From an optimization exercise on the open Yosys and OpenROAD flow, aimed at small area and a short achievable clock period; shortcuts taken in it are not production practice.
Where RTL was checked, it was by simulation tests only, not by an equivalence proof against the original.
Power is estimated from default activity; no workload was simulated.

==> module store_buffer_fwd_match, before the edit <==
module store_buffer_fwd_match #(
  parameter  int N  = 8,
  localparam int PW = $clog2(N)
) (
  input  logic [N-1:0]        valid_i,
  input  logic [N-1:0][29:0]  addr_i,
  input  logic [N-1:0][31:0]  data_i,
  input  logic [N-1:0][3:0]   be_i,
  input  logic [N-1:0]        tail_oh_i,
  input  logic [29:0]         ld_waddr_i,
  input  logic [3:0]          ld_be_i,
  output logic                hit_o,
  output logic                stall_o,
  output logic [31:0]         data_o
);
  function automatic logic [N-1:0] younger_mask(int i, int j);
    for (int t = 0; t < N; t++) begin
      younger_mask[t] = ((j - t + N) % N) > ((i - t + N) % N);
    end
  endfunction
  logic [N-1:0]        ne;
  logic [N-1:0]        eq;
  logic [N-1:0]        sel_lo, sel_hi;
  logic [N-1:0]        cov;
  logic [N-1:0][N-1:0] not_younger;
  for (genvar i = 0; i < N; i++) begin : g_cmp
    store_buffer_addr_ne u_ne (
      .a_i  (addr_i[i]),
      .b_i  (ld_waddr_i),
      .ne_o (ne[i]),
      .eq_o (eq[i])
    );
  end
  for (genvar i = 0; i < N; i++) begin : g_age
    for (genvar j = 0; j < N; j++) begin : g_pair
      localparam logic [N-1:0] MASK = younger_mask(i, j);
      assign not_younger[i][j] = ~|(tail_oh_i & MASK);
    end
  end
  always_comb begin
    for (int i = 0; i < N; i++) begin
      cov[i] = (ld_be_i & ~be_i[i]) == 4'b0000;
    end
  end
  store_buffer_fwd_pick #(
    .N (N)
  ) u_pick (
    .valid_i   (valid_i),
    .not_younger_i (not_younger),
    .ne_i      (ne),
    .eq_i      (eq),
    .sel_lo_o  (sel_lo),
    .sel_hi_o  (sel_hi)
  );
  logic [N-1:0][16:0] fwd_lo_in, fwd_hi_in;
  logic [33:0]        fwd_out;
  always_comb begin
    for (int i = 0; i < N; i++) begin
      fwd_lo_in[i] = {cov[i], data_i[i][15:0]};
      fwd_hi_in[i] = {~cov[i], data_i[i][31:16]};
    end
  end
  store_buffer_oh_mux #(
    .N (N),
    .W (17)
  ) u_lo_mux (
    .sel_i  (sel_lo),
    .data_i (fwd_lo_in),
    .data_o ({fwd_out[32], fwd_out[15:0]})
  );
  store_buffer_oh_mux #(
    .N (N),
    .W (17)
  ) u_hi_mux (
    .sel_i  (sel_hi),
    .data_i (fwd_hi_in),
    .data_o ({fwd_out[33], fwd_out[31:16]})
  );
  assign data_o  = fwd_out[31:0];
  assign hit_o   = fwd_out[32];
  assign stall_o = fwd_out[33];
endmodule
==> module store_buffer_fwd_pick, before the edit <==
module store_buffer_fwd_pick #(
  parameter int N = 8
) (
  input  logic [N-1:0]        valid_i,
  input  logic [N-1:0][N-1:0] not_younger_i,
  input  logic [N-1:0]        ne_i,
  input  logic [N-1:0]        eq_i,
  output logic [N-1:0]        sel_lo_o,
  output logic [N-1:0]        sel_hi_o
);
  for (genvar i = 0; i < N; i++) begin : g_ent
    localparam int J0 = (i + 1) % N;
    localparam int J1 = (i + 2) % N;
    localparam int J2 = (i + 3) % N;
    localparam int J3 = (i + 4) % N;
    localparam int J4 = (i + 5) % N;
    localparam int J5 = (i + 6) % N;
    localparam int J6 = (i + 7) % N;
    logic [N-1:0] old;
    logic [3:0]   blk;
    logic [1:0]   clr;
    assign old = not_younger_i[i];
    store_buffer_oai22 u_b0 (.a0_i (ne_i[J0]), .a1_i (old[J0]), .b0_i (ne_i[J1]), .b1_i (old[J1]), .y_o (blk[0]));
    store_buffer_oai22 u_b1 (.a0_i (ne_i[J2]), .a1_i (old[J2]), .b0_i (ne_i[J3]), .b1_i (old[J3]), .y_o (blk[1]));
    store_buffer_oai22 u_b2 (.a0_i (ne_i[J4]), .a1_i (old[J4]), .b0_i (ne_i[J5]), .b1_i (old[J5]), .y_o (blk[2]));
    store_buffer_oai211 u_b3 (.a0_i (ne_i[J6]), .a1_i (old[J6]), .b_i (eq_i[i]), .c_i (valid_i[i]), .y_o (blk[3]));
    store_buffer_nor2 u_c0 (.a_i (blk[0]), .b_i (blk[1]), .y_o (clr[0]));
    store_buffer_nor2 u_c1 (.a_i (blk[2]), .b_i (blk[3]), .y_o (clr[1]));
    store_buffer_and2 u_sel_lo (.a_i (clr[0]), .b_i (clr[1]), .y_o (sel_lo_o[i]));
    store_buffer_and2 u_sel_hi (.a_i (clr[0]), .b_i (clr[1]), .y_o (sel_hi_o[i]));
  end
endmodule
clock: 12.0 ns
lec_check: 0
cap_margin: 20
core_margin: 2
core_utilization: 70
slew_margin: 20
synth_hierarchical: 1
synth_minimum_keep_size: 0
standard.sh (not shown) runs the stock make flow with config.mk's settings and CLKGATE_MAP_FILE= SYNTH_SCRIPT=/design/flow/synth_recipe.tcl, a recipe that flattens the netlist after the stock synthesis.
==> flow/flow/run.sh <==
#!/bin/bash
# Standard ORFS layout (standard.sh) with tuned port buffers, clock tree and timing repair target.
set -euo pipefail
bash standard.sh BUFFER_PORTS_ARGS=-buffer_cell\ sky130_fd_sc_hd__buf_1 CTS_ARGS=-sink_clustering_enable\ -repair_clock_nets\ -dont_use_dummy_load\ -buf_list\ sky130_fd_sc_hd__clkbuf_8\ -sink_clustering_size\ 15\ -sink_clustering_max_diameter\ 50 SETUP_SLACK_MARGIN=5.0 finish > flow_make.log 2>&1
Rerun with:
--- a/flow/design.v
+++ b/flow/design.v
@@ -25,9 +25,9 @@
     end
   endfunction
   logic [N-1:0]        ne;
   logic [N-1:0]        eq;
-  logic [N-1:0]        sel_lo, sel_hi;
+  logic [N-1:0]        sel;
   logic [N-1:0]        cov;
   logic [N-1:0][N-1:0] not_younger;
   for (genvar i = 0; i < N; i++) begin : g_cmp
     store_buffer_addr_ne u_ne (
@@ -54,34 +54,24 @@
     .valid_i   (valid_i),
     .not_younger_i (not_younger),
     .ne_i      (ne),
     .eq_i      (eq),
-    .sel_lo_o  (sel_lo),
-    .sel_hi_o  (sel_hi)
+    .sel_o     (sel)
   );
-  logic [N-1:0][16:0] fwd_lo_in, fwd_hi_in;
+  logic [N-1:0][33:0] fwd_in;
   logic [33:0]        fwd_out;
   always_comb begin
     for (int i = 0; i < N; i++) begin
-      fwd_lo_in[i] = {cov[i], data_i[i][15:0]};
-      fwd_hi_in[i] = {~cov[i], data_i[i][31:16]};
+      fwd_in[i] = {~cov[i], cov[i], data_i[i]};
     end
   end
   store_buffer_oh_mux #(
     .N (N),
-    .W (17)
-  ) u_lo_mux (
-    .sel_i  (sel_lo),
-    .data_i (fwd_lo_in),
-    .data_o ({fwd_out[32], fwd_out[15:0]})
-  );
-  store_buffer_oh_mux #(
-    .N (N),
-    .W (17)
-  ) u_hi_mux (
-    .sel_i  (sel_hi),
-    .data_i (fwd_hi_in),
-    .data_o ({fwd_out[33], fwd_out[31:16]})
+    .W (34)
+  ) u_data_mux (
+    .sel_i  (sel),
+    .data_i (fwd_in),
+    .data_o (fwd_out)
   );
   assign data_o  = fwd_out[31:0];
   assign hit_o   = fwd_out[32];
   assign stall_o = fwd_out[33];
@@ -137,10 +127,9 @@
   input  logic [N-1:0]        valid_i,
   input  logic [N-1:0][N-1:0] not_younger_i,
   input  logic [N-1:0]        ne_i,
   input  logic [N-1:0]        eq_i,
-  output logic [N-1:0]        sel_lo_o,
-  output logic [N-1:0]        sel_hi_o
+  output logic [N-1:0]        sel_o
 );
   for (genvar i = 0; i < N; i++) begin : g_ent
     localparam int J0 = (i + 1) % N;
     localparam int J1 = (i + 2) % N;
@@ -158,10 +147,9 @@
     store_buffer_oai22 u_b2 (.a0_i (ne_i[J4]), .a1_i (old[J4]), .b0_i (ne_i[J5]), .b1_i (old[J5]), .y_o (blk[2]));
     store_buffer_oai211 u_b3 (.a0_i (ne_i[J6]), .a1_i (old[J6]), .b_i (eq_i[i]), .c_i (valid_i[i]), .y_o (blk[3]));
     store_buffer_nor2 u_c0 (.a_i (blk[0]), .b_i (blk[1]), .y_o (clr[0]));
     store_buffer_nor2 u_c1 (.a_i (blk[2]), .b_i (blk[3]), .y_o (clr[1]));
-    store_buffer_and2 u_sel_lo (.a_i (clr[0]), .b_i (clr[1]), .y_o (sel_lo_o[i]));
-    store_buffer_and2 u_sel_hi (.a_i (clr[0]), .b_i (clr[1]), .y_o (sel_hi_o[i]));
+    store_buffer_and2 u_sel (.a_i (clr[0]), .b_i (clr[1]), .y_o (sel_o[i]));
   end
 endmodule
 module store_buffer_oai22 (
   input  logic a0_i,
Effect:
- The new run finished with timing, DRC and antenna clean
- clock-buffer cell count is unchanged
- clock power climbs by about 1%
- die area barely changes
- clock skew decreases by 0.043 ns
- design area increases by 0.99%
- flip-flop and latch count does not change
- register-to-register slack improves by 0.45 ns
- power stays flat
- via count increases by 0.94%
- first-iteration DRC count drops by 0.35%
For the second run of this note, only the layout was checked, not whether the RTL still works.


before:
store_buffer, a different RTL version from the one above (not shown whole).
Size: ~1,800 cells after synthesis, ~580 flip-flops, about 230 I/O pins.
==> module store_buffer_fwd_match, before the edit <==
module store_buffer_fwd_match #(
  parameter  int N  = 8,
  localparam int PW = $clog2(N)
) (
  input  logic [N-1:0]        valid_i,
  input  logic [N-1:0][29:0]  addr_i,
  input  logic [N-1:0][31:0]  data_i,
  input  logic [N-1:0][3:0]   be_i,
  input  logic [N-1:0]        tail_oh_i,
  input  logic [29:0]         ld_waddr_i,
  input  logic [3:0]          ld_be_i,
  output logic                hit_o,
  output logic                stall_o,
  output logic [31:0]         data_o
);
  function automatic logic [N-1:0] younger_mask(int i, int j);
    for (int t = 0; t < N; t++) begin
      younger_mask[t] = ((j - t + N) % N) > ((i - t + N) % N);
    end
  endfunction
  logic [N-1:0]        ne;
  logic [N-1:0]        sel;
  logic [N-1:0]        cov;
  logic [N-1:0][N-1:0] younger;
  for (genvar i = 0; i < N; i++) begin : g_cmp
    store_buffer_addr_ne u_ne (
      .a_i  (addr_i[i]),
      .b_i  (ld_waddr_i),
      .ne_o (ne[i])
    );
  end
  for (genvar i = 0; i < N; i++) begin : g_age
    for (genvar j = 0; j < N; j++) begin : g_pair
      localparam logic [N-1:0] MASK = younger_mask(i, j);
      assign younger[i][j] = |(tail_oh_i & MASK);
    end
  end
  always_comb begin
    for (int i = 0; i < N; i++) begin
      cov[i] = (ld_be_i & ~be_i[i]) == 4'b0000;
    end
  end
  store_buffer_fwd_pick #(
    .N (N)
  ) u_pick (
    .valid_i   (valid_i),
    .younger_i (younger),
    .ne_i      (ne),
    .sel_o     (sel)
  );
  store_buffer_oh_mux #(
    .N (N),
    .W (32)
  ) u_data_mux (
    .sel_i  (sel),
    .data_i (data_i),
    .data_o (data_o)
  );
  store_buffer_fwd_class #(
    .N (N)
  ) u_class (
    .sel_i   (sel),
    .cov_i   (cov),
    .hit_o   (hit_o),
    .stall_o (stall_o)
  );
endmodule
==> module store_buffer_fwd_class, before the edit <==
module store_buffer_fwd_class #(
  parameter int N = 8
) (
  input  logic [N-1:0] sel_i,
  input  logic [N-1:0] cov_i,
  output logic         hit_o,
  output logic         stall_o
);
  assign hit_o   = |(sel_i & cov_i);
  assign stall_o = |(sel_i & ~cov_i);
endmodule
export LEC_CHECK = 0
export CAP_MARGIN = 20
export CORE_MARGIN = 2
export CORE_UTILIZATION = 70
export SLEW_MARGIN = 20
export SYNTH_HIERARCHICAL = 1
export SYNTH_MINIMUM_KEEP_SIZE = 0
create_clock -name core_clock -period 12.0 [get_ports {clk}]
==> flow/flow/run.sh <==
#!/bin/bash
# Standard ORFS layout (standard.sh) with tuned port buffers, clock tree and timing repair target.
set -euo pipefail
bash standard.sh BUFFER_PORTS_ARGS=-buffer_cell\ sky130_fd_sc_hd__buf_1 CTS_ARGS=-sink_clustering_enable\ -repair_clock_nets\ -dont_use_dummy_load\ -buf_list\ sky130_fd_sc_hd__clkbuf_16\ -sink_clustering_size\ 20\ -sink_clustering_max_diameter\ 60 SETUP_SLACK_MARGIN=4.5 finish > flow_make.log 2>&1
before completed; timing, DRC and antenna clean
Here is what was changed in the inputs of after compared with before.
diff --git a/flow/design.v b/flow/design.v
--- a/flow/design.v
+++ b/flow/design.v
@@ -53,24 +53,26 @@
     .younger_i (younger),
     .ne_i      (ne),
     .sel_o     (sel)
   );
+  logic [N-1:0][33:0] fwd_in;
+  logic [33:0]        fwd_out;
+  always_comb begin
+    for (int i = 0; i < N; i++) begin
+      fwd_in[i] = {~cov[i], cov[i], data_i[i]};
+    end
+  end
   store_buffer_oh_mux #(
     .N (N),
-    .W (32)
+    .W (34)
   ) u_data_mux (
     .sel_i  (sel),
-    .data_i (data_i),
-    .data_o (data_o)
-  );
-  store_buffer_fwd_class #(
-    .N (N)
-  ) u_class (
-    .sel_i   (sel),
-    .cov_i   (cov),
-    .hit_o   (hit_o),
-    .stall_o (stall_o)
+    .data_i (fwd_in),
+    .data_o (fwd_out)
   );
+  assign data_o  = fwd_out[31:0];
+  assign hit_o   = fwd_out[32];
+  assign stall_o = fwd_out[33];
 endmodule
 module store_buffer_addr_ne (
   input  logic [29:0] a_i,
   input  logic [29:0] b_i,
@@ -91,19 +93,8 @@
       sel_o[i] = valid_i[i] && !ne_i[i] && (~ne_i & younger_i[i]) == '0;
     end
   end
 endmodule
-module store_buffer_fwd_class #(
-  parameter int N = 8
-) (
-  input  logic [N-1:0] sel_i,
-  input  logic [N-1:0] cov_i,
-  output logic         hit_o,
-  output logic         stall_o
-);
-  assign hit_o   = |(sel_i & cov_i);
-  assign stall_o = |(sel_i & ~cov_i);
-endmodule
 module store_buffer_oh_mux #(
   parameter int N = 8,
   parameter int W = 32
 ) (
### Flow results
- after — worst-case setup slack after placement 0.13 ns higher, before as reference
- Compared before against after; core region area within noise.
- after vs. before: mux contribution to synthesized area comparable; worst setup skew after layout -0.022 ns; share of the clock period used by the worst path after layout fell 0.68 points; detailed-route wire length on metal 1 dropped about 0.9%.
- after ends up with a worst hold margin that is 0.018 ns higher than in before.
- Run comparison: before cell with the biggest individual delay on the critical path sky130_fd_sc_hd__or4_1; after cell with the biggest individual delay on the critical path sky130_fd_sc_hd__nor4_4
No functional check of the RTL was part of any run of this note.

re-timing with driven ports:
How much do the figures lean on ideal ports? The routed layouts below were timed once more, with nothing changed but the port constraints. Step 1 assumes that a clkbuf_16 drives the clock port and a buf_2 every other input. Step 2 moves the port delays by t, midway between the first and last clock arrival at a register: inputs arrive t later, outputs are due t later. That takes back most of the time a late clock gives input paths. a / b / c = ideal / step 1 / step 2; a / b = the first two.
| run | t, ns | slack for setup (ns) | worst setup path at the end | cell pins on the clock port's net |
|---|---|---|---|---|
| the first run of note 1 | 0.702 | 4.828 / 4.775 / 4.775 | input to output | 1 |
| the second run of note 1 | 0.713 | 4.785 / 4.723 / 4.723 | input to output | 1 |
| before | 0.623 | 4.281 / 4.222 / 4.222 | input to output | 1 |
| after | 0.627 | 4.362 / 4.340 / 4.340 | input to output | 1 |
After both steps setup and hold are still met in every run listed. The setup slack of the second run of note 1, which loses most, moves by -0.062 ns with the drivers and by -0.062 ns with both steps.
